This is an optimization exercise on Yosys and OpenROAD, whose aim is small area, a short achievable clock period and few clock cycles per item, not a production implementation. Only simulation tests tie the RTL to the original design; equivalence was not proved. No activity file was given, so power comes from the tool's default toggle rates. The clock port is modelled as an ideal driver; clocking choices that lean on that would not hold on a real chip.

### flow/flow/run.sh
#!/bin/bash
set -euo pipefail
cat >> config.mk <<'CFG'
export SETUP_SLACK_MARGIN = 5.3
export BUFFER_PORTS_ARGS = -buffer_cell sky130_fd_sc_hd__buf_2
export CTS_ARGS = -sink_clustering_enable -repair_clock_nets -sink_clustering_size 30 -sink_clustering_max_diameter 100 -dont_use_dummy_load -distance_between_buffers 400 -branching_point_buffers_distance 400
CFG
bash standard.sh > standard_run.log 2>&1
### flow/standard.sh
#!/bin/bash
# synth_recipe.tcl (not shown) runs the flow's synth.tcl, then flattens the netlist and writes it again
# the make line also repeats each setting of config.mk as NAME=value (left out here)
make -C /OpenROAD-flow-scripts/flow DESIGN_CONFIG=/design/flow/config.mk WORK_HOME=/design/flow/orfs CLKGATE_MAP_FILE= SYNTH_SCRIPT=/design/flow/synth_recipe.tcl "${@:-finish}"
### flow/config.mk
export PLATFORM = sky130hd
export DESIGN_NAME = sys_matmul_stream
export DESIGN_NICKNAME = sys_matmul_stream
export VERILOG_FILES = /design/flow/design.v
export SDC_FILE = /design/flow/constraint.sdc
export NUM_CORES = 4
export LEC_CHECK = 0
export ABC_CLOCK_PERIOD_IN_PS = 2800
export CAP_MARGIN = 20
export CORE_MARGIN = 2
export CORE_UTILIZATION = 55
export CTS_CLUSTER_DIAMETER = 100
export CTS_CLUSTER_SIZE = 30
export SLEW_MARGIN = 20
export SETUP_SLACK_MARGIN = 5.3
export BUFFER_PORTS_ARGS = -buffer_cell sky130_fd_sc_hd__buf_2
export CTS_ARGS = -sink_clustering_enable -repair_clock_nets -sink_clustering_size 30 -sink_clustering_max_diameter 100 -dont_use_dummy_load -distance_between_buffers 400 -branching_point_buffers_distance 400
### flow/constraint.sdc
create_clock -name core_clock -period 8.0 [get_ports {CLK}]
set_input_delay 1.6000 -clock core_clock [delete_from_list [all_inputs] [get_ports {CLK}]]
set_output_delay 1.6000 -clock core_clock [all_outputs]
set_load 0.01 [all_outputs]
### flow/design.v
module sys_matmul_stream #(
  parameter int N      = 3,
  parameter int DW     = 8,
  parameter int ACC_W  = 2*DW + $clog2(N),
  parameter int SIGNED = 0
) (
  input  logic             CLK,
  input  logic             rst_n,
  input  logic             vld_in,
  output logic             rdy_in,
  input  logic [DW-1:0]    a,
  input  logic [DW-1:0]    b,
  input  logic             keep,
  output logic             vld_out,
  input  logic             rdy_out,
  output logic [ACC_W-1:0] c,
  output logic             last_out,
  output logic             busy,
  output logic [1:0]       dbg_state
);
  function automatic logic [8:0] rot1(input logic [8:0] x);
    rot1 = {x[7:0], x[8]};
  endfunction
  function automatic logic [8:0] rot2(input logic [8:0] x);
    rot2 = {x[6:0], x[8:7]};
  endfunction
  function automatic logic [8:0] rotm2(input logic [8:0] x);
    rotm2 = {x[1:0], x[8:2]};
  endfunction
  logic [8:0] ph;           
  logic [8:0] lb;           
  logic       lpar;         
  logic       lkeep;        
  logic       have_prev;    
  logic       cact;         
  logic       ot;           
  logic       cfull;        
  logic [8:0] cp;           
  logic       cpar;
  logic       ckeep;
  logic [8:0] op;           
  logic [8:0] U;            
  logic       av, bv;       
  logic       cpass;        
  logic       r_rdy, r_vld, r_last, r_busy, r_dbg0;
  logic [ACC_W-1:0] c_r;
  logic [DW-1:0] a_q, b_q;
  logic          v_q, wpar_q;
  logic [DW-1:0] R [9];
  logic [DW-1:0] E;
  logic [DW-1:0] W0b0 [2];      
  logic [DW-1:0] W0b1, W0b2;
  logic [DW-1:0] W1b0 [2];
  logic [DW-1:0] W1b1, W1b2;
  logic [DW-1:0] W2b0 [2];
  logic [DW-1:0] W2b1, W2b2;
  logic [ACC_W-1:0] L0s, L0c;
  logic [ACC_W-1:0] L [1:8];
  logic hs_in, hs_out;
  assign hs_in  = vld_in && r_rdy;
  assign hs_out = r_vld && rdy_out;
  logic [8:0] e_m;          
  logic       m_ready, m_fire;
  assign e_m = rot2(ph);
  assign m_ready = cfull || e_m[0] || ((e_m[1] || e_m[3] || e_m[4]) && lb[8]);
  assign m_fire  = cact && ot && m_ready && !U[6];
  logic [8:0] ph_n, lb_n, cp_n, op_n, U_n;
  logic       lpar_n, lkeep_n, have_prev_n, cact_n, cfull_n, cpar_n, ckeep_n;
  logic       idle, hold;
  logic       vld_n, rdy_n, busy_n;
  logic [ACC_W-1:0] L1_n;
  assign idle = lb[0] && !cact && !(|U) && !av && !bv;
  function automatic logic rdy_calc(input logic [8:0] ph_x, input logic [8:0] lb_x,
                                    input logic cact_x, input logic cfull_x,
                                    input logic [8:0] cp_x, input logic ot_x,
                                    input logic u3, input logic u4, input logic u5);
    logic [8:0] done_b;    
    done_b = 9'd0;
    if (lb_x[0])            done_b = 9'b111111110;
    if (lb_x[1])            done_b = 9'b111110000;
    if (lb_x[2])            done_b = 9'b110000000;
    if (lb_x[3] || lb_x[6]) done_b = 9'b110000000;
    if (lb_x[4] || lb_x[7]) done_b = 9'b100000000;
    rdy_calc = |(ph_x & lb_x) &&
               (!cact_x || !cfull_x || |(cp_x & done_b) || (ot_x && !u3 && !u4 && !u5));
  endfunction
  logic [8:0] cp_m;         
  logic       cact_m;
  logic [8:0] ph_h0;        
  logic       rdy_h1, rdy_h0, vld_o1, vld_o0, blk_o1, blk_o0, clr, busy_b;
  logic       cact_h1, cfull_h1;
  logic       ot_h;         
  logic [8:0] cp_h1;
  always_comb begin
    cp_m   = m_fire ? rot1(cp) : cp;
    ot_h   = m_fire || |(cp & rot1(rot2(ph)));
    cact_m = cact && !(m_fire && cp[8]);
    cact_h1  = cact_m || lb[6];
    cfull_h1 = lb[6] ? 1'b0 : (cfull || lb[8]);
    cp_h1    = lb[6] ? 9'd1 : cp_m;
    rdy_h1   = rdy_calc(rot1(ph), rot1(lb), cact_h1, cfull_h1, cp_h1, ot_h, U[3], U[4], U[5]);
    ph_h0    = (!have_prev && idle) ? 9'd1 : rot1(ph);
    rdy_h0   = rdy_calc(ph_h0, lb, cact_m, cfull, cp_m, ot_h, U[3], U[4], U[5]);
    blk_o1 = cact_m && !cfull && ((op[8] && !cp_m[0]) || (op[0] && cp_m[2]));
    blk_o0 = cact_m && !cfull && ((op[0] && !cp_m[0]) || (op[1] && cp_m[2]));
    vld_o1 = |(rot1(op) & rotm2(rot1(ph))) && U[0];
    vld_o0 = |(op & rotm2(rot1(ph))) && U[0];
    clr    = hs_in && (lb[6] || lb[8]);
    busy_b = !lb[0] || cact_m || (|U[8:2]) || U[0] || bv || m_fire || av;
  end
  always_comb begin
    hold        = !have_prev && idle && !hs_in;
    ph_n        = hold ? 9'd1 : rot1(ph);
    lb_n        = hs_in ? rot1(lb) : lb;
    lpar_n      = lpar ^ (hs_in && lb[8]);
    lkeep_n     = (hs_in && lb[0]) ? (keep && have_prev) : lkeep;
    have_prev_n = have_prev || (hs_in && lb[8]);
    cact_n      = cact_m;
    cp_n        = cp_m;
    cfull_n     = cfull;
    cpar_n      = cpar;
    ckeep_n     = ckeep;
    if (hs_in && lb[6]) begin
      cact_n  = 1'b1;
      cp_n    = 9'd1;
      cfull_n = 1'b0;
      cpar_n  = lpar;
      ckeep_n = lkeep;
    end
    if (hs_in && lb[8]) cfull_n = 1'b1;
    op_n   = hs_out ? rot1(op) : op;
    U_n    = {U[7:2], U[1] && !hs_out, U[0], bv || U[8]};
    vld_n  = hs_out ? (vld_o1 && (!blk_o1 || clr)) : (vld_o0 && (!blk_o0 || clr));
    rdy_n  = hs_in ? rdy_h1 : rdy_h0;
    busy_n = hs_in || busy_b || (U[1] && !hs_out);
  end
  always_ff @(posedge CLK) begin
    if (!rst_n) begin
      ph        <= 9'd1;
      lb        <= 9'd1;
      lpar      <= 1'b0;
      lkeep     <= 1'b0;
      have_prev <= 1'b0;
      cact      <= 1'b0;
      ot        <= 1'b0;
      cfull     <= 1'b0;
      cp        <= 9'd1;
      cpar      <= 1'b0;
      ckeep     <= 1'b0;
      op        <= 9'd1;
      U         <= '0;
      av        <= 1'b0;
      bv        <= 1'b0;
      v_q       <= 1'b0;
      r_rdy     <= 1'b1;
      r_vld     <= 1'b0;
      r_last    <= 1'b0;
      r_busy    <= 1'b0;
      r_dbg0    <= 1'b0;
      c_r       <= '0;
    end else begin
      ph        <= ph_n;
      lb        <= lb_n;
      lpar      <= lpar_n;
      lkeep     <= lkeep_n;
      have_prev <= have_prev_n;
      cact      <= cact_n;
      ot        <= (hs_in && lb[6]) || ot_h;
      cfull     <= cfull_n;
      cp        <= cp_n;
      cpar      <= cpar_n;
      ckeep     <= ckeep_n;
      op        <= op_n;
      U         <= U_n;
      av        <= m_fire;
      bv        <= av;
      v_q       <= hs_in;
      r_rdy     <= rdy_n;
      r_vld     <= vld_n;
      r_last    <= hs_out ? (vld_o1 && (!blk_o1 || clr) && op[7]) : (vld_o0 && (!blk_o0 || clr) && op[8]);
      r_busy    <= busy_n;
      r_dbg0    <= !rdy_n && !vld_n;
      c_r       <= vld_n ? L1_n : '0;
    end
  end
  logic wb0, wb1, wb2;      
  assign wb0 = v_q && (ph[1] || ph[2] || ph[3]);
  assign wb1 = v_q && (ph[4] || ph[5] || ph[6]);
  assign wb2 = v_q && (ph[7] || ph[8] || ph[0]);
  always_ff @(posedge CLK) begin
    a_q    <= a;
    b_q    <= b;
    wpar_q <= lpar;
    cpass  <= ckeep || !m_fire;
    R[0]   <= v_q ? a_q : R[8];
    for (int i = 1; i < 9; i++) R[i] <= R[i-1];
    E      <= R[8];
    W0b0[0] <= W1b0[0];
    W0b0[1] <= W1b0[1];
    W0b1   <= W1b1;
    W0b2   <= W1b2;
    W1b0[0] <= W2b0[0];
    W1b0[1] <= W2b0[1];
    W1b1   <= W2b1;
    W1b2   <= W2b2;
    W2b0[0] <= (wb0 && !wpar_q) ? b_q : W0b0[0];
    W2b0[1] <= (wb0 &&  wpar_q) ? b_q : W0b0[1];
    W2b1    <= wb1 ? b_q : W0b1;
    W2b2    <= wb2 ? b_q : W0b2;
  end
  logic [DW-1:0] x0, x1, x2, y0, y1, y2;
  logic rs0, rs1, rs2;      
  logic fwd_a, fwd_b;
  assign rs0   = m_fire && ph[7];
  assign rs1   = m_fire && ph[1];
  assign rs2   = m_fire && ph[4];
  assign fwd_a = v_q && ph[7];
  assign fwd_b = v_q && (ph[7] || ph[8] || ph[0]);
  always_comb begin
    if (ph[7])      begin x0 = R[5]; x1 = R[2]; x2 = fwd_a ? a_q : R[8]; end
    else if (ph[1]) begin x0 = R[7]; x1 = R[4]; x2 = R[1]; end
    else            begin x0 = E;    x1 = R[6]; x2 = R[3]; end
    y0 = W0b0[cpar];
    y1 = W0b1;
    y2 = fwd_b ? b_q : W0b2;
  end
  logic [DW-1:0] X0, X1, X2, Y0, Y1, Y2;
  always_ff @(posedge CLK) begin
    if (rs0 || rs1 || rs2) begin
      X0 <= x0; X1 <= x1; X2 <= x2;
    end
    Y0 <= m_fire ? y0 : '0;
    Y1 <= m_fire ? y1 : '0;
    Y2 <= m_fire ? y2 : '0;
  end
  logic [DW-1:0] pp0 [DW];
  logic [DW-1:0] pp1 [DW];
  logic [DW-1:0] pp2 [DW];
  logic [ACC_W-1:0] cpm;
  always_comb begin
    for (int i = 0; i < DW; i++) begin
      pp0[i] = X0[i] ? Y0 : '0;
      pp1[i] = X1[i] ? Y1 : '0;
      pp2[i] = X2[i] ? Y2 : '0;
    end
    cpm = cpass ? L[7] : '0;
  end
  logic [ACC_W-1:0] sum_r0, sum_r1;
  logic [1:0] ra0;
  logic [1:0] ra1;
  logic [0:0] ra2;
  logic [2:0] ra3;
  logic [3:0] ra4;
  logic [4:0] ra5;
  logic [5:0] ra6;
  logic [6:0] ra7;
  logic [7:0] ra8;
  logic [7:0] ra9;
  logic [6:0] ra10;
  logic [5:0] ra11;
  logic [4:0] ra12;
  logic [3:0] ra13;
  logic [2:0] ra14;
  logic [1:0] ra15;
  logic [1:0] ra16;
  logic [0:0] ra17;
  logic tas1;
  logic tac2;
  logic tas3;
  logic tac4;
  logic tas5;
  logic tac6;
  logic tas7;
  logic tac8;
  logic tas9;
  logic tac10;
  logic tas11;
  logic tac12;
  logic tas13;
  logic tac14;
  logic tas15;
  logic tac16;
  logic tas17;
  logic tac18;
  logic tas19;
  logic tac20;
  logic tas21;
  logic tac22;
  logic tas23;
  logic tac24;
  logic tas25;
  logic tac26;
  logic tas27;
  logic tac28;
  logic tas29;
  logic tac30;
  logic tas31;
  logic tac32;
  logic tas33;
  logic tac34;
  logic tas35;
  logic tac36;
  logic tas37;
  logic tac38;
  logic tas39;
  logic tac40;
  logic tas41;
  logic tac42;
  logic tas43;
  logic tac44;
  logic tas45;
  logic tac46;
  logic tas47;
  logic tac48;
  logic tas49;
  logic tac50;
  logic tas51;
  logic tac52;
  logic tas53;
  logic tac54;
  logic tas55;
  logic tac56;
  logic tas57;
  logic tac58;
  logic tas59;
  logic tac60;
  logic tas61;
  logic tac62;
  logic tas63;
  logic tac64;
  logic tas65;
  logic tac66;
  logic tas67;
  logic tac68;
  logic tas69;
  logic tac70;
  logic tas71;
  logic tac72;
  logic tas73;
  logic tac74;
  logic tas75;
  logic tac76;
  logic tas77;
  logic tac78;
  logic tas79;
  logic tac80;
  logic tas81;
  logic tac82;
  logic tas83;
  logic tac84;
  logic tas85;
  logic tac86;
  logic tas87;
  logic tac88;
  logic tas89;
  logic tac90;
  logic tas91;
  logic tac92;
  logic tas93;
  logic tac94;
  logic tas95;
  logic tac96;
  logic tas97;
  logic tac98;
  logic tas99;
  logic tac100;
  logic tas101;
  logic tac102;
  logic tas103;
  logic tac104;
  logic tas105;
  logic tac106;
  logic tas107;
  logic tac108;
  logic tas109;
  logic tac110;
  logic tas111;
  logic tac112;
  logic tas113;
  logic tac114;
  logic tas115;
  logic tac116;
  logic tas117;
  logic tac118;
  logic tas119;
  logic tac120;
  logic tas121;
  logic tac122;
  logic tas123;
  logic tac124;
  logic tas125;
  logic tac126;
  logic tas127;
  logic tac128;
  logic tas129;
  logic tac130;
  logic tas131;
  logic tac132;
  logic tas133;
  logic tac134;
  logic tas135;
  logic tac136;
  logic tas137;
  logic tac138;
  logic tas139;
  logic tac140;
  logic tas141;
  logic tac142;
  logic tas143;
  logic tac144;
  logic tas145;
  logic tac146;
  logic tas147;
  logic tac148;
  logic tas149;
  logic tac150;
  logic tas151;
  logic tac152;
  logic tas153;
  logic tac154;
  logic tas155;
  logic tac156;
  logic tas157;
  logic tac158;
  logic tas159;
  logic tac160;
  logic tas161;
  logic tac162;
  logic tas163;
  logic tac164;
  logic tas165;
  logic tac166;
  logic tas167;
  logic tac168;
  logic tas169;
  logic tac170;
  logic tas171;
  logic tac172;
  logic tas173;
  logic tac174;
  logic tas175;
  logic tac176;
  logic tas177;
  logic tac178;
  logic tas179;
  logic tac180;
  logic tas181;
  logic tac182;
  logic tas183;
  logic tac184;
  logic tas185;
  logic tac186;
  logic tas187;
  logic tac188;
  logic tas189;
  logic tac190;
  logic tas191;
  logic tac192;
  logic tas193;
  logic tac194;
  logic tas195;
  logic tac196;
  logic tas197;
  logic tac198;
  logic tas199;
  logic tac200;
  logic tas201;
  logic tac202;
  logic tas203;
  logic tac204;
  logic tas205;
  logic tac206;
  logic tas207;
  logic tac208;
  logic tas209;
  logic tac210;
  logic tas211;
  logic tac212;
  logic tas213;
  logic tac214;
  logic tas215;
  logic tac216;
  logic tas217;
  logic tac218;
  logic tas219;
  logic tac220;
  logic tas221;
  logic tac222;
  logic tas223;
  logic tac224;
  logic tas225;
  logic tac226;
  logic tas227;
  logic tac228;
  logic tas229;
  logic tac230;
  logic tas231;
  logic tac232;
  logic tas233;
  logic tac234;
  logic tas235;
  logic tac236;
  logic tas237;
  logic tac238;
  logic tas239;
  logic tac240;
  logic tas241;
  logic tac242;
  logic tas243;
  logic tac244;
  logic tas245;
  logic tac246;
  logic tas247;
  logic tac248;
  logic tas249;
  logic tac250;
  logic tas251;
  logic tac252;
  logic tas253;
  logic tac254;
  logic tas255;
  logic tac256;
  logic tas257;
  logic tac258;
  logic tas259;
  logic tac260;
  logic tas261;
  logic tac262;
  logic tas263;
  logic tac264;
  logic tas265;
  logic tac266;
  logic tas267;
  logic tac268;
  logic tbs269;
  logic tbc270;
  logic tbs271;
  logic tbc272;
  logic tbs273;
  logic tbc274;
  logic tbs275;
  logic tbc276;
  logic tbs277;
  logic tbc278;
  logic tbs279;
  logic tbc280;
  logic tbs281;
  logic tbc282;
  logic tbs283;
  logic tbc284;
  logic tbs285;
  logic tbc286;
  logic tbs287;
  logic tbc288;
  logic tbs289;
  logic tbc290;
  logic tbs291;
  logic tbc292;
  logic tbs293;
  logic tbc294;
  logic tbs295;
  logic tbc296;
  logic tbs297;
  logic tbc298;
  logic tbs299;
  logic tbc300;
  logic tbs301;
  logic tbc302;
  logic tbs303;
  logic tbc304;
  logic tbs305;
  logic tbc306;
  logic tbs307;
  logic tbc308;
  logic tbs309;
  logic tbc310;
  logic tbs311;
  logic tbc312;
  logic tbs313;
  logic tbc314;
  logic tbs315;
  logic tbc316;
  logic tbs317;
  logic tbc318;
  logic tbs319;
  logic tbc320;
  logic tbs321;
  logic tbc322;
  logic tbs323;
  logic tbc324;
  logic tbs325;
  logic tbc326;
  logic tbs327;
  logic tbc328;
  logic tbs329;
  logic tbc330;
  logic tbs331;
  logic tbc332;
  logic tbs333;
  logic tbc334;
  logic tbs335;
  logic tbc336;
  logic tbs337;
  logic tbc338;
  logic tbs339;
  logic tbc340;
  logic tbs341;
  logic tbc342;
  logic tbs343;
  logic tbc344;
  logic tbs345;
  logic tbc346;
  logic tbs347;
  logic tbc348;
  logic tbs349;
  logic tbc350;
  logic tbs351;
  logic tbc352;
  logic tbs353;
  logic tbc354;
  logic tbs355;
  logic tbc356;
  logic tbs357;
  logic tbc358;
  logic tbs359;
  logic tbc360;
  logic tbs361;
  logic tbc362;
  logic tbs363;
  logic tbc364;
  logic tbs365;
  logic tbc366;
  assign tas1 = pp0[0][0] ^ pp1[0][0] ^ pp2[0][0];
  assign tac2 = (pp0[0][0] & pp1[0][0]) | (pp0[0][0] & pp2[0][0]) | (pp1[0][0] & pp2[0][0]);
  assign tas3 = pp0[0][1] ^ pp0[1][0] ^ pp1[0][1];
  assign tac4 = (pp0[0][1] & pp0[1][0]) | (pp0[0][1] & pp1[0][1]) | (pp0[1][0] & pp1[0][1]);
  assign tas5 = pp1[1][0] ^ pp2[0][1] ^ pp2[1][0];
  assign tac6 = (pp1[1][0] & pp2[0][1]) | (pp1[1][0] & pp2[1][0]) | (pp2[0][1] & pp2[1][0]);
  assign tas7 = cpm[1] ^ tac2 ^ tas3;
  assign tac8 = (cpm[1] & tac2) | (cpm[1] & tas3) | (tac2 & tas3);
  assign tas9 = pp0[0][2] ^ pp0[1][1] ^ pp0[2][0];
  assign tac10 = (pp0[0][2] & pp0[1][1]) | (pp0[0][2] & pp0[2][0]) | (pp0[1][1] & pp0[2][0]);
  assign tas11 = pp1[0][2] ^ pp1[1][1] ^ pp1[2][0];
  assign tac12 = (pp1[0][2] & pp1[1][1]) | (pp1[0][2] & pp1[2][0]) | (pp1[1][1] & pp1[2][0]);
  assign tas13 = pp2[0][2] ^ pp2[1][1] ^ pp2[2][0];
  assign tac14 = (pp2[0][2] & pp2[1][1]) | (pp2[0][2] & pp2[2][0]) | (pp2[1][1] & pp2[2][0]);
  assign tas15 = cpm[2] ^ tac4 ^ tac6;
  assign tac16 = (cpm[2] & tac4) | (cpm[2] & tac6) | (tac4 & tac6);
  assign tas17 = tas9 ^ tas11 ^ tas13;
  assign tac18 = (tas9 & tas11) | (tas9 & tas13) | (tas11 & tas13);
  assign tas19 = tac8 ^ tas15 ^ tas17;
  assign tac20 = (tac8 & tas15) | (tac8 & tas17) | (tas15 & tas17);
  assign tas21 = pp0[0][3] ^ pp0[1][2] ^ pp0[2][1];
  assign tac22 = (pp0[0][3] & pp0[1][2]) | (pp0[0][3] & pp0[2][1]) | (pp0[1][2] & pp0[2][1]);
  assign tas23 = pp0[3][0] ^ pp1[0][3] ^ pp1[1][2];
  assign tac24 = (pp0[3][0] & pp1[0][3]) | (pp0[3][0] & pp1[1][2]) | (pp1[0][3] & pp1[1][2]);
  assign tas25 = pp1[2][1] ^ pp1[3][0] ^ pp2[0][3];
  assign tac26 = (pp1[2][1] & pp1[3][0]) | (pp1[2][1] & pp2[0][3]) | (pp1[3][0] & pp2[0][3]);
  assign tas27 = pp2[1][2] ^ pp2[2][1] ^ pp2[3][0];
  assign tac28 = (pp2[1][2] & pp2[2][1]) | (pp2[1][2] & pp2[3][0]) | (pp2[2][1] & pp2[3][0]);
  assign tas29 = cpm[3] ^ tac10 ^ tac12;
  assign tac30 = (cpm[3] & tac10) | (cpm[3] & tac12) | (tac10 & tac12);
  assign tas31 = tac14 ^ tas21 ^ tas23;
  assign tac32 = (tac14 & tas21) | (tac14 & tas23) | (tas21 & tas23);
  assign tas33 = tas25 ^ tas27 ^ tac16;
  assign tac34 = (tas25 & tas27) | (tas25 & tac16) | (tas27 & tac16);
  assign tas35 = tac18 ^ tas29 ^ tas31;
  assign tac36 = (tac18 & tas29) | (tac18 & tas31) | (tas29 & tas31);
  assign tas37 = pp0[0][4] ^ pp0[1][3] ^ pp0[2][2];
  assign tac38 = (pp0[0][4] & pp0[1][3]) | (pp0[0][4] & pp0[2][2]) | (pp0[1][3] & pp0[2][2]);
  assign tas39 = pp0[3][1] ^ pp0[4][0] ^ pp1[0][4];
  assign tac40 = (pp0[3][1] & pp0[4][0]) | (pp0[3][1] & pp1[0][4]) | (pp0[4][0] & pp1[0][4]);
  assign tas41 = pp1[1][3] ^ pp1[2][2] ^ pp1[3][1];
  assign tac42 = (pp1[1][3] & pp1[2][2]) | (pp1[1][3] & pp1[3][1]) | (pp1[2][2] & pp1[3][1]);
  assign tas43 = pp1[4][0] ^ pp2[0][4] ^ pp2[1][3];
  assign tac44 = (pp1[4][0] & pp2[0][4]) | (pp1[4][0] & pp2[1][3]) | (pp2[0][4] & pp2[1][3]);
  assign tas45 = pp2[2][2] ^ pp2[3][1] ^ pp2[4][0];
  assign tac46 = (pp2[2][2] & pp2[3][1]) | (pp2[2][2] & pp2[4][0]) | (pp2[3][1] & pp2[4][0]);
  assign tas47 = cpm[4] ^ tac22 ^ tac24;
  assign tac48 = (cpm[4] & tac22) | (cpm[4] & tac24) | (tac22 & tac24);
  assign tas49 = tac26 ^ tac28 ^ tas37;
  assign tac50 = (tac26 & tac28) | (tac26 & tas37) | (tac28 & tas37);
  assign tas51 = tas39 ^ tas41 ^ tas43;
  assign tac52 = (tas39 & tas41) | (tas39 & tas43) | (tas41 & tas43);
  assign tas53 = tas45 ^ tac30 ^ tac32;
  assign tac54 = (tas45 & tac30) | (tas45 & tac32) | (tac30 & tac32);
  assign tas55 = tas47 ^ tas49 ^ tas51;
  assign tac56 = (tas47 & tas49) | (tas47 & tas51) | (tas49 & tas51);
  assign tas57 = pp0[0][5] ^ pp0[1][4] ^ pp0[2][3];
  assign tac58 = (pp0[0][5] & pp0[1][4]) | (pp0[0][5] & pp0[2][3]) | (pp0[1][4] & pp0[2][3]);
  assign tas59 = pp0[3][2] ^ pp0[4][1] ^ pp0[5][0];
  assign tac60 = (pp0[3][2] & pp0[4][1]) | (pp0[3][2] & pp0[5][0]) | (pp0[4][1] & pp0[5][0]);
  assign tas61 = pp1[0][5] ^ pp1[1][4] ^ pp1[2][3];
  assign tac62 = (pp1[0][5] & pp1[1][4]) | (pp1[0][5] & pp1[2][3]) | (pp1[1][4] & pp1[2][3]);
  assign tas63 = pp1[3][2] ^ pp1[4][1] ^ pp1[5][0];
  assign tac64 = (pp1[3][2] & pp1[4][1]) | (pp1[3][2] & pp1[5][0]) | (pp1[4][1] & pp1[5][0]);
  assign tas65 = pp2[0][5] ^ pp2[1][4] ^ pp2[2][3];
  assign tac66 = (pp2[0][5] & pp2[1][4]) | (pp2[0][5] & pp2[2][3]) | (pp2[1][4] & pp2[2][3]);
  assign tas67 = pp2[3][2] ^ pp2[4][1] ^ pp2[5][0];
  assign tac68 = (pp2[3][2] & pp2[4][1]) | (pp2[3][2] & pp2[5][0]) | (pp2[4][1] & pp2[5][0]);
  assign tas69 = cpm[5] ^ tac38 ^ tac40;
  assign tac70 = (cpm[5] & tac38) | (cpm[5] & tac40) | (tac38 & tac40);
  assign tas71 = tac42 ^ tac44 ^ tac46;
  assign tac72 = (tac42 & tac44) | (tac42 & tac46) | (tac44 & tac46);
  assign tas73 = tas57 ^ tas59 ^ tas61;
  assign tac74 = (tas57 & tas59) | (tas57 & tas61) | (tas59 & tas61);
  assign tas75 = tas63 ^ tas65 ^ tas67;
  assign tac76 = (tas63 & tas65) | (tas63 & tas67) | (tas65 & tas67);
  assign tas77 = tac48 ^ tac50 ^ tac52;
  assign tac78 = (tac48 & tac50) | (tac48 & tac52) | (tac50 & tac52);
  assign tas79 = tas69 ^ tas71 ^ tas73;
  assign tac80 = (tas69 & tas71) | (tas69 & tas73) | (tas71 & tas73);
  assign tas81 = pp0[0][6] ^ pp0[1][5] ^ pp0[2][4];
  assign tac82 = (pp0[0][6] & pp0[1][5]) | (pp0[0][6] & pp0[2][4]) | (pp0[1][5] & pp0[2][4]);
  assign tas83 = pp0[3][3] ^ pp0[4][2] ^ pp0[5][1];
  assign tac84 = (pp0[3][3] & pp0[4][2]) | (pp0[3][3] & pp0[5][1]) | (pp0[4][2] & pp0[5][1]);
  assign tas85 = pp0[6][0] ^ pp1[0][6] ^ pp1[1][5];
  assign tac86 = (pp0[6][0] & pp1[0][6]) | (pp0[6][0] & pp1[1][5]) | (pp1[0][6] & pp1[1][5]);
  assign tas87 = pp1[2][4] ^ pp1[3][3] ^ pp1[4][2];
  assign tac88 = (pp1[2][4] & pp1[3][3]) | (pp1[2][4] & pp1[4][2]) | (pp1[3][3] & pp1[4][2]);
  assign tas89 = pp1[5][1] ^ pp1[6][0] ^ pp2[0][6];
  assign tac90 = (pp1[5][1] & pp1[6][0]) | (pp1[5][1] & pp2[0][6]) | (pp1[6][0] & pp2[0][6]);
  assign tas91 = pp2[1][5] ^ pp2[2][4] ^ pp2[3][3];
  assign tac92 = (pp2[1][5] & pp2[2][4]) | (pp2[1][5] & pp2[3][3]) | (pp2[2][4] & pp2[3][3]);
  assign tas93 = pp2[4][2] ^ pp2[5][1] ^ pp2[6][0];
  assign tac94 = (pp2[4][2] & pp2[5][1]) | (pp2[4][2] & pp2[6][0]) | (pp2[5][1] & pp2[6][0]);
  assign tas95 = cpm[6] ^ tac58 ^ tac60;
  assign tac96 = (cpm[6] & tac58) | (cpm[6] & tac60) | (tac58 & tac60);
  assign tas97 = tac62 ^ tac64 ^ tac66;
  assign tac98 = (tac62 & tac64) | (tac62 & tac66) | (tac64 & tac66);
  assign tas99 = tac68 ^ tas81 ^ tas83;
  assign tac100 = (tac68 & tas81) | (tac68 & tas83) | (tas81 & tas83);
  assign tas101 = tas85 ^ tas87 ^ tas89;
  assign tac102 = (tas85 & tas87) | (tas85 & tas89) | (tas87 & tas89);
  assign tas103 = tas91 ^ tas93 ^ tac70;
  assign tac104 = (tas91 & tas93) | (tas91 & tac70) | (tas93 & tac70);
  assign tas105 = tac72 ^ tac74 ^ tac76;
  assign tac106 = (tac72 & tac74) | (tac72 & tac76) | (tac74 & tac76);
  assign tas107 = tas95 ^ tas97 ^ tas99;
  assign tac108 = (tas95 & tas97) | (tas95 & tas99) | (tas97 & tas99);
  assign tas109 = pp0[0][7] ^ pp0[1][6] ^ pp0[2][5];
  assign tac110 = (pp0[0][7] & pp0[1][6]) | (pp0[0][7] & pp0[2][5]) | (pp0[1][6] & pp0[2][5]);
  assign tas111 = pp0[3][4] ^ pp0[4][3] ^ pp0[5][2];
  assign tac112 = (pp0[3][4] & pp0[4][3]) | (pp0[3][4] & pp0[5][2]) | (pp0[4][3] & pp0[5][2]);
  assign tas113 = pp0[6][1] ^ pp0[7][0] ^ pp1[0][7];
  assign tac114 = (pp0[6][1] & pp0[7][0]) | (pp0[6][1] & pp1[0][7]) | (pp0[7][0] & pp1[0][7]);
  assign tas115 = pp1[1][6] ^ pp1[2][5] ^ pp1[3][4];
  assign tac116 = (pp1[1][6] & pp1[2][5]) | (pp1[1][6] & pp1[3][4]) | (pp1[2][5] & pp1[3][4]);
  assign tas117 = pp1[4][3] ^ pp1[5][2] ^ pp1[6][1];
  assign tac118 = (pp1[4][3] & pp1[5][2]) | (pp1[4][3] & pp1[6][1]) | (pp1[5][2] & pp1[6][1]);
  assign tas119 = pp1[7][0] ^ pp2[0][7] ^ pp2[1][6];
  assign tac120 = (pp1[7][0] & pp2[0][7]) | (pp1[7][0] & pp2[1][6]) | (pp2[0][7] & pp2[1][6]);
  assign tas121 = pp2[2][5] ^ pp2[3][4] ^ pp2[4][3];
  assign tac122 = (pp2[2][5] & pp2[3][4]) | (pp2[2][5] & pp2[4][3]) | (pp2[3][4] & pp2[4][3]);
  assign tas123 = pp2[5][2] ^ pp2[6][1] ^ pp2[7][0];
  assign tac124 = (pp2[5][2] & pp2[6][1]) | (pp2[5][2] & pp2[7][0]) | (pp2[6][1] & pp2[7][0]);
  assign tas125 = cpm[7] ^ tac82 ^ tac84;
  assign tac126 = (cpm[7] & tac82) | (cpm[7] & tac84) | (tac82 & tac84);
  assign tas127 = tac86 ^ tac88 ^ tac90;
  assign tac128 = (tac86 & tac88) | (tac86 & tac90) | (tac88 & tac90);
  assign tas129 = tac92 ^ tac94 ^ tas109;
  assign tac130 = (tac92 & tac94) | (tac92 & tas109) | (tac94 & tas109);
  assign tas131 = tas111 ^ tas113 ^ tas115;
  assign tac132 = (tas111 & tas113) | (tas111 & tas115) | (tas113 & tas115);
  assign tas133 = tas117 ^ tas119 ^ tas121;
  assign tac134 = (tas117 & tas119) | (tas117 & tas121) | (tas119 & tas121);
  assign tas135 = tas123 ^ tac96 ^ tac98;
  assign tac136 = (tas123 & tac96) | (tas123 & tac98) | (tac96 & tac98);
  assign tas137 = tac100 ^ tac102 ^ tas125;
  assign tac138 = (tac100 & tac102) | (tac100 & tas125) | (tac102 & tas125);
  assign tas139 = tas127 ^ tas129 ^ tas131;
  assign tac140 = (tas127 & tas129) | (tas127 & tas131) | (tas129 & tas131);
  assign tas141 = pp0[1][7] ^ pp0[2][6] ^ pp0[3][5];
  assign tac142 = (pp0[1][7] & pp0[2][6]) | (pp0[1][7] & pp0[3][5]) | (pp0[2][6] & pp0[3][5]);
  assign tas143 = pp0[4][4] ^ pp0[5][3] ^ pp0[6][2];
  assign tac144 = (pp0[4][4] & pp0[5][3]) | (pp0[4][4] & pp0[6][2]) | (pp0[5][3] & pp0[6][2]);
  assign tas145 = pp0[7][1] ^ pp1[1][7] ^ pp1[2][6];
  assign tac146 = (pp0[7][1] & pp1[1][7]) | (pp0[7][1] & pp1[2][6]) | (pp1[1][7] & pp1[2][6]);
  assign tas147 = pp1[3][5] ^ pp1[4][4] ^ pp1[5][3];
  assign tac148 = (pp1[3][5] & pp1[4][4]) | (pp1[3][5] & pp1[5][3]) | (pp1[4][4] & pp1[5][3]);
  assign tas149 = pp1[6][2] ^ pp1[7][1] ^ pp2[1][7];
  assign tac150 = (pp1[6][2] & pp1[7][1]) | (pp1[6][2] & pp2[1][7]) | (pp1[7][1] & pp2[1][7]);
  assign tas151 = pp2[2][6] ^ pp2[3][5] ^ pp2[4][4];
  assign tac152 = (pp2[2][6] & pp2[3][5]) | (pp2[2][6] & pp2[4][4]) | (pp2[3][5] & pp2[4][4]);
  assign tas153 = pp2[5][3] ^ pp2[6][2] ^ pp2[7][1];
  assign tac154 = (pp2[5][3] & pp2[6][2]) | (pp2[5][3] & pp2[7][1]) | (pp2[6][2] & pp2[7][1]);
  assign tas155 = cpm[8] ^ tac110 ^ tac112;
  assign tac156 = (cpm[8] & tac110) | (cpm[8] & tac112) | (tac110 & tac112);
  assign tas157 = tac114 ^ tac116 ^ tac118;
  assign tac158 = (tac114 & tac116) | (tac114 & tac118) | (tac116 & tac118);
  assign tas159 = tac120 ^ tac122 ^ tac124;
  assign tac160 = (tac120 & tac122) | (tac120 & tac124) | (tac122 & tac124);
  assign tas161 = tas141 ^ tas143 ^ tas145;
  assign tac162 = (tas141 & tas143) | (tas141 & tas145) | (tas143 & tas145);
  assign tas163 = tas147 ^ tas149 ^ tas151;
  assign tac164 = (tas147 & tas149) | (tas147 & tas151) | (tas149 & tas151);
  assign tas165 = tas153 ^ tac126 ^ tac128;
  assign tac166 = (tas153 & tac126) | (tas153 & tac128) | (tac126 & tac128);
  assign tas167 = tac130 ^ tac132 ^ tac134;
  assign tac168 = (tac130 & tac132) | (tac130 & tac134) | (tac132 & tac134);
  assign tas169 = tas155 ^ tas157 ^ tas159;
  assign tac170 = (tas155 & tas157) | (tas155 & tas159) | (tas157 & tas159);
  assign tas171 = pp0[2][7] ^ pp0[3][6] ^ pp0[4][5];
  assign tac172 = (pp0[2][7] & pp0[3][6]) | (pp0[2][7] & pp0[4][5]) | (pp0[3][6] & pp0[4][5]);
  assign tas173 = pp0[5][4] ^ pp0[6][3] ^ pp0[7][2];
  assign tac174 = (pp0[5][4] & pp0[6][3]) | (pp0[5][4] & pp0[7][2]) | (pp0[6][3] & pp0[7][2]);
  assign tas175 = pp1[2][7] ^ pp1[3][6] ^ pp1[4][5];
  assign tac176 = (pp1[2][7] & pp1[3][6]) | (pp1[2][7] & pp1[4][5]) | (pp1[3][6] & pp1[4][5]);
  assign tas177 = pp1[5][4] ^ pp1[6][3] ^ pp1[7][2];
  assign tac178 = (pp1[5][4] & pp1[6][3]) | (pp1[5][4] & pp1[7][2]) | (pp1[6][3] & pp1[7][2]);
  assign tas179 = pp2[2][7] ^ pp2[3][6] ^ pp2[4][5];
  assign tac180 = (pp2[2][7] & pp2[3][6]) | (pp2[2][7] & pp2[4][5]) | (pp2[3][6] & pp2[4][5]);
  assign tas181 = pp2[5][4] ^ pp2[6][3] ^ pp2[7][2];
  assign tac182 = (pp2[5][4] & pp2[6][3]) | (pp2[5][4] & pp2[7][2]) | (pp2[6][3] & pp2[7][2]);
  assign tas183 = cpm[9] ^ tac142 ^ tac144;
  assign tac184 = (cpm[9] & tac142) | (cpm[9] & tac144) | (tac142 & tac144);
  assign tas185 = tac146 ^ tac148 ^ tac150;
  assign tac186 = (tac146 & tac148) | (tac146 & tac150) | (tac148 & tac150);
  assign tas187 = tac152 ^ tac154 ^ tas171;
  assign tac188 = (tac152 & tac154) | (tac152 & tas171) | (tac154 & tas171);
  assign tas189 = tas173 ^ tas175 ^ tas177;
  assign tac190 = (tas173 & tas175) | (tas173 & tas177) | (tas175 & tas177);
  assign tas191 = tas179 ^ tas181 ^ tac156;
  assign tac192 = (tas179 & tas181) | (tas179 & tac156) | (tas181 & tac156);
  assign tas193 = tac158 ^ tac160 ^ tac162;
  assign tac194 = (tac158 & tac160) | (tac158 & tac162) | (tac160 & tac162);
  assign tas195 = tac164 ^ tas183 ^ tas185;
  assign tac196 = (tac164 & tas183) | (tac164 & tas185) | (tas183 & tas185);
  assign tas197 = pp0[3][7] ^ pp0[4][6] ^ pp0[5][5];
  assign tac198 = (pp0[3][7] & pp0[4][6]) | (pp0[3][7] & pp0[5][5]) | (pp0[4][6] & pp0[5][5]);
  assign tas199 = pp0[6][4] ^ pp0[7][3] ^ pp1[3][7];
  assign tac200 = (pp0[6][4] & pp0[7][3]) | (pp0[6][4] & pp1[3][7]) | (pp0[7][3] & pp1[3][7]);
  assign tas201 = pp1[4][6] ^ pp1[5][5] ^ pp1[6][4];
  assign tac202 = (pp1[4][6] & pp1[5][5]) | (pp1[4][6] & pp1[6][4]) | (pp1[5][5] & pp1[6][4]);
  assign tas203 = pp1[7][3] ^ pp2[3][7] ^ pp2[4][6];
  assign tac204 = (pp1[7][3] & pp2[3][7]) | (pp1[7][3] & pp2[4][6]) | (pp2[3][7] & pp2[4][6]);
  assign tas205 = pp2[5][5] ^ pp2[6][4] ^ pp2[7][3];
  assign tac206 = (pp2[5][5] & pp2[6][4]) | (pp2[5][5] & pp2[7][3]) | (pp2[6][4] & pp2[7][3]);
  assign tas207 = cpm[10] ^ tac172 ^ tac174;
  assign tac208 = (cpm[10] & tac172) | (cpm[10] & tac174) | (tac172 & tac174);
  assign tas209 = tac176 ^ tac178 ^ tac180;
  assign tac210 = (tac176 & tac178) | (tac176 & tac180) | (tac178 & tac180);
  assign tas211 = tac182 ^ tas197 ^ tas199;
  assign tac212 = (tac182 & tas197) | (tac182 & tas199) | (tas197 & tas199);
  assign tas213 = tas201 ^ tas203 ^ tas205;
  assign tac214 = (tas201 & tas203) | (tas201 & tas205) | (tas203 & tas205);
  assign tas215 = tac184 ^ tac186 ^ tac188;
  assign tac216 = (tac184 & tac186) | (tac184 & tac188) | (tac186 & tac188);
  assign tas217 = tac190 ^ tas207 ^ tas209;
  assign tac218 = (tac190 & tas207) | (tac190 & tas209) | (tas207 & tas209);
  assign tas219 = pp0[4][7] ^ pp0[5][6] ^ pp0[6][5];
  assign tac220 = (pp0[4][7] & pp0[5][6]) | (pp0[4][7] & pp0[6][5]) | (pp0[5][6] & pp0[6][5]);
  assign tas221 = pp0[7][4] ^ pp1[4][7] ^ pp1[5][6];
  assign tac222 = (pp0[7][4] & pp1[4][7]) | (pp0[7][4] & pp1[5][6]) | (pp1[4][7] & pp1[5][6]);
  assign tas223 = pp1[6][5] ^ pp1[7][4] ^ pp2[4][7];
  assign tac224 = (pp1[6][5] & pp1[7][4]) | (pp1[6][5] & pp2[4][7]) | (pp1[7][4] & pp2[4][7]);
  assign tas225 = pp2[5][6] ^ pp2[6][5] ^ pp2[7][4];
  assign tac226 = (pp2[5][6] & pp2[6][5]) | (pp2[5][6] & pp2[7][4]) | (pp2[6][5] & pp2[7][4]);
  assign tas227 = cpm[11] ^ tac198 ^ tac200;
  assign tac228 = (cpm[11] & tac198) | (cpm[11] & tac200) | (tac198 & tac200);
  assign tas229 = tac202 ^ tac204 ^ tac206;
  assign tac230 = (tac202 & tac204) | (tac202 & tac206) | (tac204 & tac206);
  assign tas231 = tas219 ^ tas221 ^ tas223;
  assign tac232 = (tas219 & tas221) | (tas219 & tas223) | (tas221 & tas223);
  assign tas233 = tas225 ^ tac208 ^ tac210;
  assign tac234 = (tas225 & tac208) | (tas225 & tac210) | (tac208 & tac210);
  assign tas235 = tac212 ^ tac214 ^ tas227;
  assign tac236 = (tac212 & tac214) | (tac212 & tas227) | (tac214 & tas227);
  assign tas237 = pp0[5][7] ^ pp0[6][6] ^ pp0[7][5];
  assign tac238 = (pp0[5][7] & pp0[6][6]) | (pp0[5][7] & pp0[7][5]) | (pp0[6][6] & pp0[7][5]);
  assign tas239 = pp1[5][7] ^ pp1[6][6] ^ pp1[7][5];
  assign tac240 = (pp1[5][7] & pp1[6][6]) | (pp1[5][7] & pp1[7][5]) | (pp1[6][6] & pp1[7][5]);
  assign tas241 = pp2[5][7] ^ pp2[6][6] ^ pp2[7][5];
  assign tac242 = (pp2[5][7] & pp2[6][6]) | (pp2[5][7] & pp2[7][5]) | (pp2[6][6] & pp2[7][5]);
  assign tas243 = cpm[12] ^ tac220 ^ tac222;
  assign tac244 = (cpm[12] & tac220) | (cpm[12] & tac222) | (tac220 & tac222);
  assign tas245 = tac224 ^ tac226 ^ tas237;
  assign tac246 = (tac224 & tac226) | (tac224 & tas237) | (tac226 & tas237);
  assign tas247 = tas239 ^ tas241 ^ tac228;
  assign tac248 = (tas239 & tas241) | (tas239 & tac228) | (tas241 & tac228);
  assign tas249 = tac230 ^ tac232 ^ tas243;
  assign tac250 = (tac230 & tac232) | (tac230 & tas243) | (tac232 & tas243);
  assign tas251 = pp0[6][7] ^ pp0[7][6] ^ pp1[6][7];
  assign tac252 = (pp0[6][7] & pp0[7][6]) | (pp0[6][7] & pp1[6][7]) | (pp0[7][6] & pp1[6][7]);
  assign tas253 = pp1[7][6] ^ pp2[6][7] ^ pp2[7][6];
  assign tac254 = (pp1[7][6] & pp2[6][7]) | (pp1[7][6] & pp2[7][6]) | (pp2[6][7] & pp2[7][6]);
  assign tas255 = cpm[13] ^ tac238 ^ tac240;
  assign tac256 = (cpm[13] & tac238) | (cpm[13] & tac240) | (tac238 & tac240);
  assign tas257 = tac242 ^ tas251 ^ tas253;
  assign tac258 = (tac242 & tas251) | (tac242 & tas253) | (tas251 & tas253);
  assign tas259 = tac244 ^ tac246 ^ tas255;
  assign tac260 = (tac244 & tac246) | (tac244 & tas255) | (tac246 & tas255);
  assign tas261 = pp0[7][7] ^ pp1[7][7] ^ pp2[7][7];
  assign tac262 = (pp0[7][7] & pp1[7][7]) | (pp0[7][7] & pp2[7][7]) | (pp1[7][7] & pp2[7][7]);
  assign tas263 = cpm[14] ^ tac252 ^ tac254;
  assign tac264 = (cpm[14] & tac252) | (cpm[14] & tac254) | (tac252 & tac254);
  assign tas265 = tas261 ^ tac256 ^ tac258;
  assign tac266 = (tas261 & tac256) | (tas261 & tac258) | (tac256 & tac258);
  assign tas267 = cpm[15] ^ tac262 ^ tac264;
  assign tac268 = (cpm[15] & tac262) | (cpm[15] & tac264) | (tac262 & tac264);
  always_ff @(posedge CLK) begin
    ra0 <= {tas1, cpm[0]};
    ra1 <= {tas7, tas5};
    ra2 <= {tas19};
    ra3 <= {tas35, tas33, tac20};
    ra4 <= {tas55, tas53, tac36, tac34};
    ra5 <= {tas79, tas77, tac56, tac54, tas75};
    ra6 <= {tas107, tas105, tas103, tac80, tac78, tas101};
    ra7 <= {tas139, tas137, tas135, tac108, tac106, tac104, tas133};
    ra8 <= {tas169, tas167, tas165, tac140, tac138, tac136, tas163, tas161};
    ra9 <= {tas195, tas193, tas191, tac170, tac168, tac166, tas189, tas187};
    ra10 <= {tas217, tas215, tac196, tac194, tac192, tas213, tas211};
    ra11 <= {tas235, tas233, tac218, tac216, tas231, tas229};
    ra12 <= {tas249, tas247, tac236, tac234, tas245};
    ra13 <= {tas259, tac250, tac248, tas257};
    ra14 <= {tas265, tac260, tas263};
    ra15 <= {tas267, tac266};
    ra16 <= {tac268, cpm[16]};
    ra17 <= {cpm[17]};
  end
  assign tbs269 = ra7[0] ^ ra7[1];
  assign tbc270 = ra7[0] & ra7[1];
  assign tbs271 = ra8[0] ^ ra8[1] ^ ra8[2];
  assign tbc272 = (ra8[0] & ra8[1]) | (ra8[0] & ra8[2]) | (ra8[1] & ra8[2]);
  assign tbs273 = ra8[3] ^ ra8[4];
  assign tbc274 = ra8[3] & ra8[4];
  assign tbs275 = ra9[0] ^ ra9[1] ^ ra9[2];
  assign tbc276 = (ra9[0] & ra9[1]) | (ra9[0] & ra9[2]) | (ra9[1] & ra9[2]);
  assign tbs277 = ra9[3] ^ ra9[4] ^ ra9[5];
  assign tbc278 = (ra9[3] & ra9[4]) | (ra9[3] & ra9[5]) | (ra9[4] & ra9[5]);
  assign tbs279 = ra10[0] ^ ra10[1] ^ ra10[2];
  assign tbc280 = (ra10[0] & ra10[1]) | (ra10[0] & ra10[2]) | (ra10[1] & ra10[2]);
  assign tbs281 = ra10[3] ^ ra10[4];
  assign tbc282 = ra10[3] & ra10[4];
  assign tbs283 = ra11[0] ^ ra11[1] ^ ra11[2];
  assign tbc284 = (ra11[0] & ra11[1]) | (ra11[0] & ra11[2]) | (ra11[1] & ra11[2]);
  assign tbs285 = ra5[0] ^ ra5[1];
  assign tbc286 = ra5[0] & ra5[1];
  assign tbs287 = ra6[0] ^ ra6[1] ^ ra6[2];
  assign tbc288 = (ra6[0] & ra6[1]) | (ra6[0] & ra6[2]) | (ra6[1] & ra6[2]);
  assign tbs289 = ra6[3] ^ ra6[4];
  assign tbc290 = ra6[3] & ra6[4];
  assign tbs291 = ra7[2] ^ ra7[3] ^ ra7[4];
  assign tbc292 = (ra7[2] & ra7[3]) | (ra7[2] & ra7[4]) | (ra7[3] & ra7[4]);
  assign tbs293 = ra7[5] ^ ra7[6] ^ tbs269;
  assign tbc294 = (ra7[5] & ra7[6]) | (ra7[5] & tbs269) | (ra7[6] & tbs269);
  assign tbs295 = ra8[5] ^ ra8[6] ^ ra8[7];
  assign tbc296 = (ra8[5] & ra8[6]) | (ra8[5] & ra8[7]) | (ra8[6] & ra8[7]);
  assign tbs297 = tbs271 ^ tbs273 ^ tbc270;
  assign tbc298 = (tbs271 & tbs273) | (tbs271 & tbc270) | (tbs273 & tbc270);
  assign tbs299 = ra9[6] ^ ra9[7] ^ tbs275;
  assign tbc300 = (ra9[6] & ra9[7]) | (ra9[6] & tbs275) | (ra9[7] & tbs275);
  assign tbs301 = tbs277 ^ tbc272 ^ tbc274;
  assign tbc302 = (tbs277 & tbc272) | (tbs277 & tbc274) | (tbc272 & tbc274);
  assign tbs303 = ra10[5] ^ ra10[6] ^ tbs279;
  assign tbc304 = (ra10[5] & ra10[6]) | (ra10[5] & tbs279) | (ra10[6] & tbs279);
  assign tbs305 = tbs281 ^ tbc276 ^ tbc278;
  assign tbc306 = (tbs281 & tbc276) | (tbs281 & tbc278) | (tbc276 & tbc278);
  assign tbs307 = ra11[3] ^ ra11[4] ^ ra11[5];
  assign tbc308 = (ra11[3] & ra11[4]) | (ra11[3] & ra11[5]) | (ra11[4] & ra11[5]);
  assign tbs309 = tbs283 ^ tbc280 ^ tbc282;
  assign tbc310 = (tbs283 & tbc280) | (tbs283 & tbc282) | (tbc280 & tbc282);
  assign tbs311 = ra12[0] ^ ra12[1] ^ ra12[2];
  assign tbc312 = (ra12[0] & ra12[1]) | (ra12[0] & ra12[2]) | (ra12[1] & ra12[2]);
  assign tbs313 = ra12[3] ^ ra12[4] ^ tbc284;
  assign tbc314 = (ra12[3] & ra12[4]) | (ra12[3] & tbc284) | (ra12[4] & tbc284);
  assign tbs315 = ra13[0] ^ ra13[1] ^ ra13[2];
  assign tbc316 = (ra13[0] & ra13[1]) | (ra13[0] & ra13[2]) | (ra13[1] & ra13[2]);
  assign tbs317 = ra4[0] ^ ra4[1];
  assign tbc318 = ra4[0] & ra4[1];
  assign tbs319 = ra5[2] ^ ra5[3] ^ ra5[4];
  assign tbc320 = (ra5[2] & ra5[3]) | (ra5[2] & ra5[4]) | (ra5[3] & ra5[4]);
  assign tbs321 = ra6[5] ^ tbs287 ^ tbs289;
  assign tbc322 = (ra6[5] & tbs287) | (ra6[5] & tbs289) | (tbs287 & tbs289);
  assign tbs323 = tbs291 ^ tbs293 ^ tbc288;
  assign tbc324 = (tbs291 & tbs293) | (tbs291 & tbc288) | (tbs293 & tbc288);
  assign tbs325 = tbs295 ^ tbs297 ^ tbc292;
  assign tbc326 = (tbs295 & tbs297) | (tbs295 & tbc292) | (tbs297 & tbc292);
  assign tbs327 = tbs299 ^ tbs301 ^ tbc296;
  assign tbc328 = (tbs299 & tbs301) | (tbs299 & tbc296) | (tbs301 & tbc296);
  assign tbs329 = tbs303 ^ tbs305 ^ tbc300;
  assign tbc330 = (tbs303 & tbs305) | (tbs303 & tbc300) | (tbs305 & tbc300);
  assign tbs331 = tbs307 ^ tbs309 ^ tbc304;
  assign tbc332 = (tbs307 & tbs309) | (tbs307 & tbc304) | (tbs309 & tbc304);
  assign tbs333 = tbs311 ^ tbs313 ^ tbc308;
  assign tbc334 = (tbs311 & tbs313) | (tbs311 & tbc308) | (tbs313 & tbc308);
  assign tbs335 = ra13[3] ^ tbs315 ^ tbc312;
  assign tbc336 = (ra13[3] & tbs315) | (ra13[3] & tbc312) | (tbs315 & tbc312);
  assign tbs337 = ra14[0] ^ ra14[1] ^ ra14[2];
  assign tbc338 = (ra14[0] & ra14[1]) | (ra14[0] & ra14[2]) | (ra14[1] & ra14[2]);
  assign tbs339 = ra3[0] ^ ra3[1];
  assign tbc340 = ra3[0] & ra3[1];
  assign tbs341 = ra4[2] ^ ra4[3] ^ tbs317;
  assign tbc342 = (ra4[2] & ra4[3]) | (ra4[2] & tbs317) | (ra4[3] & tbs317);
  assign tbs343 = tbs285 ^ tbs319 ^ tbc318;
  assign tbc344 = (tbs285 & tbs319) | (tbs285 & tbc318) | (tbs319 & tbc318);
  assign tbs345 = tbc286 ^ tbs321 ^ tbc320;
  assign tbc346 = (tbc286 & tbs321) | (tbc286 & tbc320) | (tbs321 & tbc320);
  assign tbs347 = tbc290 ^ tbs323 ^ tbc322;
  assign tbc348 = (tbc290 & tbs323) | (tbc290 & tbc322) | (tbs323 & tbc322);
  assign tbs349 = tbc294 ^ tbs325 ^ tbc324;
  assign tbc350 = (tbc294 & tbs325) | (tbc294 & tbc324) | (tbs325 & tbc324);
  assign tbs351 = tbc298 ^ tbs327 ^ tbc326;
  assign tbc352 = (tbc298 & tbs327) | (tbc298 & tbc326) | (tbs327 & tbc326);
  assign tbs353 = tbc302 ^ tbs329 ^ tbc328;
  assign tbc354 = (tbc302 & tbs329) | (tbc302 & tbc328) | (tbs329 & tbc328);
  assign tbs355 = tbc306 ^ tbs331 ^ tbc330;
  assign tbc356 = (tbc306 & tbs331) | (tbc306 & tbc330) | (tbs331 & tbc330);
  assign tbs357 = tbc310 ^ tbs333 ^ tbc332;
  assign tbc358 = (tbc310 & tbs333) | (tbc310 & tbc332) | (tbs333 & tbc332);
  assign tbs359 = tbc314 ^ tbs335 ^ tbc334;
  assign tbc360 = (tbc314 & tbs335) | (tbc314 & tbc334) | (tbs335 & tbc334);
  assign tbs361 = tbc316 ^ tbs337 ^ tbc336;
  assign tbc362 = (tbc316 & tbs337) | (tbc316 & tbc336) | (tbs337 & tbc336);
  assign tbs363 = ra15[0] ^ ra15[1] ^ tbc338;
  assign tbc364 = (ra15[0] & ra15[1]) | (ra15[0] & tbc338) | (ra15[1] & tbc338);
  assign tbs365 = ra16[0] ^ ra16[1];
  assign tbc366 = ra16[0] & ra16[1];
  assign sum_r0 = {ra17[0], tbs365, tbs363, tbs361, tbs359, tbs357, tbs355, tbs353, tbs351, tbs349, tbs347, tbs345, tbs343, tbs341, ra3[2], ra2[0], ra1[0], ra0[0]};
  assign sum_r1 = {tbc366, tbc364, tbc362, tbc360, tbc358, tbc356, tbc354, tbc352, tbc350, tbc348, tbc346, tbc344, tbc342, tbc340, tbs339, 1'b0, ra1[1], ra0[1]};
  assign L1_n = L0s + L0c;
  always_ff @(posedge CLK) begin
    L0s  <= sum_r0;
    L0c  <= sum_r1;
    L[1] <= L1_n;
    for (int i = 2; i <= 8; i++) L[i] <= L[i-1];
  end
  assign rdy_in    = r_rdy;
  assign vld_out   = r_vld;
  assign last_out  = r_last;
  assign busy      = r_busy;
  assign dbg_state = {r_vld, r_dbg0};
  assign c         = c_r;
endmodule
==> run notes <==
Vias in the first global route = 11100
CTS Root Cell = clkbuf_16
Layout Skew = 31.4 ps
Worst setup SP type = flop
Detailed route wirelength on metal2 = 17.2 mm
Crit path from = r_vld$_SDFF_PN0_
Final hold violation count = 0
Yosys reg bits = 558
Slew Viols, Final = 0
Die area = 38300 um^2
Final setup vio count = 0
Max_slew headroom = 41.9%
Fin cells = 2124
Clock Path Buffers = 3
Post-route ant nets = 0
Place WS = 4400 ps
First-pass GRT wire length = 61.6 mm
Reg2reg end = ra4[3]$_DFF_P_
Adder-cell share of the synthesized area = 18.9%
Post-Syn Area = 20200 um^2
Starting Density = 55.5%
WL final = 38.3 mm
Clock sinks = 558
Synth top cells by count = dfxtp_1, and2_1, fa_1
Wire per inst = 18.0 um
Share of layout cells above drive strength 1 = 8.57%
Final period utilization = 33.3%
Fin util = 59.3%
Post-Synth XOR/XNOR Area = 0.693%
Crit path to = dbg_state[1]
Setup TNS = 0 ps
Reg-to-Reg Start = X2[0]$_DFFE_PP_
CP cell instances = buf_2
Final min period = 2660 ps
Crit. End Element = primary output
M1 wire length = 18.7 mm
Layout fillers = 3001
# port buffers = 44
Syn_nets = 1840
DR WL met3 = 1.70 mm
CP peak stage delay = 370 ps
Grt total ovfl = 0
Area grow syn2layout = 6.84%
Compound-Gate Fraction of Synth Area = 4.75%
Area share of the largest cell type after synthesis = 52.9%
GRT Total Usage = 20.7%
Worst-path clk slew = 110 ps
DP HPWL = 28.7 mm
Simple-gate share of the synthesized area = 11.5%
Initial antenna violation count = 0
Multi-input gate area = 8130 um^2
Pin count of the biggest net entering global routing = 59
Global placement routability congestion = 0.866
Max cap viols = 0
Die extent in y = 196 um
Static leakage = 9.47 nW
Share of flip-flops with an asynchronous set or reset = 0%
CP Class = reg -> out
Stages on the worst setup path = 1
Slowest-stage cell, CP = dfxtp_2
R2R Setup Slk = 5380 ps
Number of cells on the worst reg-to-reg path = 6
Final worst hold slack = 332 ps
Highest metal used = met4
Register area = 11400 um^2
Die Wd = 196 um
H-tree levels = 1
Detailed-route DRC error count = 0
Worst path bufs/invs = 1
Largest family of logic cells by synthesized area = adder cells
Power density over the cells = 203 nW/um^2
RSZ-0062 raised after global routing = true
Via density = 5.05
Measured slew at the worst slew-check pin = 869 ps
Ant diodes = 0
Power Total = 4.39 mW
Synth area leader = dfxtp_1
Largest cells by area after synthesis = dfxtp_1, fa_1, and2_1
Finished Cell Area = 21600 um^2
Drt initial violations = 724
Clock buffer count from CTS = 22
CP required = 6400 ps
CTS tree = yes
Most frequent cell after synthesis = dfxtp_1
CP Max Fanout = 4
Warnings from Yosys = 9
Arr. time, crit path = 1060 ps
I/O pin total = 45
Final worst slack = 5340 ps
VDD IR max = 191 uV
Nets@finish = 1879
Sequential cell area fraction in the yosys report = 56.4%
Mux share of post-synthesis cell area = 3.89%
Achievable frequency = 376 MHz
Hold Path Class = reg -> reg
Cts hold-fix bufs = 0
Core ar. = 36400 um^2
Placed Area = 20900 um^2
Number of placed instances, taps included = 2099
EDFF count, synth = 24
Row cnt = 70
Synth Instances = 1619
Synth Flop Type = dfxtp_1
Distinct cells, synth = 57
Crit path max-delay family = flip-flops
Post-Syn Area per Cell = 12.5 um^2
Vias = 10700
Drt first pass iters = 8
Clock Latency Late Sink = 570 ps
Outcome = finished clean
==> cell type report <==
type | instances | area share, %
Inverter | 161 | 2.80
Tap cell | 468 | 2.71
Clock buffer | 22 | 2.55
Multi-Input combinational cell | 860 | 37.6
Timing Repair Buffer | 55 | 1.46
Sequential cell | 558 | 52.9
==> sequential cells by signal (all words and copies together), names as in the netlist, 9 cells and up <==
signal,flops
L,126
L0c,17
L0s,18
R,72
U,9
W0b0,16
W1b0,16
W2b0,16
c_r,18
cp,9
lb,9
op,9
ph,9
==> logic make-up (layout without fill, tap and decap cells) <==
group | Yosys count | after routing
compound gates | 138 | 138
xor+xnor | 16 | 16
fa+ha+maj | 200 | 200
buf+inv | 201 | 238
flops | 558 | 558
mux | 73 | 73
simple gates | 433 | 433
==> worst min-delay path by stage <==
stage | from | endpoint | slack, ps | depth (start not counted)
global route | L[1][16]$_DFF_P_ | L[2][16]$_DFF_P_ | 340 | 0
CTS | L[2][17]$_DFF_P_ | L[3][17]$_DFF_P_ | 340 | 0
finish | W1b2[0]$_DFF_P_ | W0b2[0]$_DFF_P_ | 330 | 0
floorplan | ra0[1]$_DFF_P_ | L0c[0]$_DFF_P_ | 310 | 0
detailed placement | L[2][0]$_DFF_P_ | L[3][0]$_DFF_P_ | 310 | 0
global placement | L[2][0]$_DFF_P_ | L[3][0]$_DFF_P_ | 310 | 0
==> cell usage in the layout, fill, tap and decap left out, types with 9 or more instances in the layout <==
cell type	Yosys	final
clkbuf_16	0	22
inv_1	161	161
nor3_1	10	9
mux2_2	40	40
a21boi_0	23	22
ha_1	24	24
a21oi_1	23	23
o21a_1	10	9
buf_2	3	44
edfxtp_1	24	24
nand3_1	13	13
mux2i_1	32	32
dfxtp_1	534	528
a22oi_1	9	9
nor2_1	32	30
fa_1	176	176
xnor2_1	13	13
and3b_1	14	14
o21ai_0	28	28
buf_4	3	10
nand2_1	130	129
and2_1	199	199
==> routing by layer <==
layer  global-route usage, %  vias to the layer above
met5                       0                        -
met4                    4.55                        0
met3                    2.60                       52
met2                    32.9                      235
met1                    30.6                     5283
li1                        -                     5156
==> power by group <==
part | switching [mW] | total (mW) | internal [mW] | leakage (nW)
registers | 0.0553 | 3.00 | 2.94 | 4.57
logic | 0.0625 | 0.123 | 0.0609 | 4.62
clock network | 0.773 | 1.27 | 0.497 | 0.271
total | 0.891 | 4.39 | 3.50 | 9.47
==> timing repair <==
action / in CTS / in global routing
setup endpoints to repair: 29 / 26
setup buffers: 0 / 3
hold endpoints to repair: 0 / 0
pin swaps: 0 / 1
resized for setup: 15 / 6
Testbench counts, summed over its fixed seeds: cycles 14,488, items 1,600.

port drivers added, routing unchanged:
In the flow no input, the clock included, has a driving cell. The finished layout below was timed again as built, in two steps.
Step 1 (the two cells are an assumption about what drives the block):
set clk [get_ports {CLK}]
set_driving_cell -lib_cell sky130_fd_sc_hd__clkbuf_16 $clk
set_driving_cell -lib_cell sky130_fd_sc_hd__buf_2 [delete_from_list [all_inputs] $clk]
Step 2 times the ports against the registers' clock, not the clock port: input delays grow and output delays shrink by t, the midpoint of the rising clock arrivals with the driver on.
Slacks: no drivers / after step 1 / after step 2; pairs: no drivers / after step 1.
t (ns): 0.607
slack for setup (ns): 5.337 / 5.281 / 4.788
worst setup path at the end: input to register
worst register clock-pin slew, ns: 0.12 / 0.12
After both steps this run still meets setup and hold. The setup slack of this run moves by -0.056 ns with the drivers and by -0.549 ns with both steps.
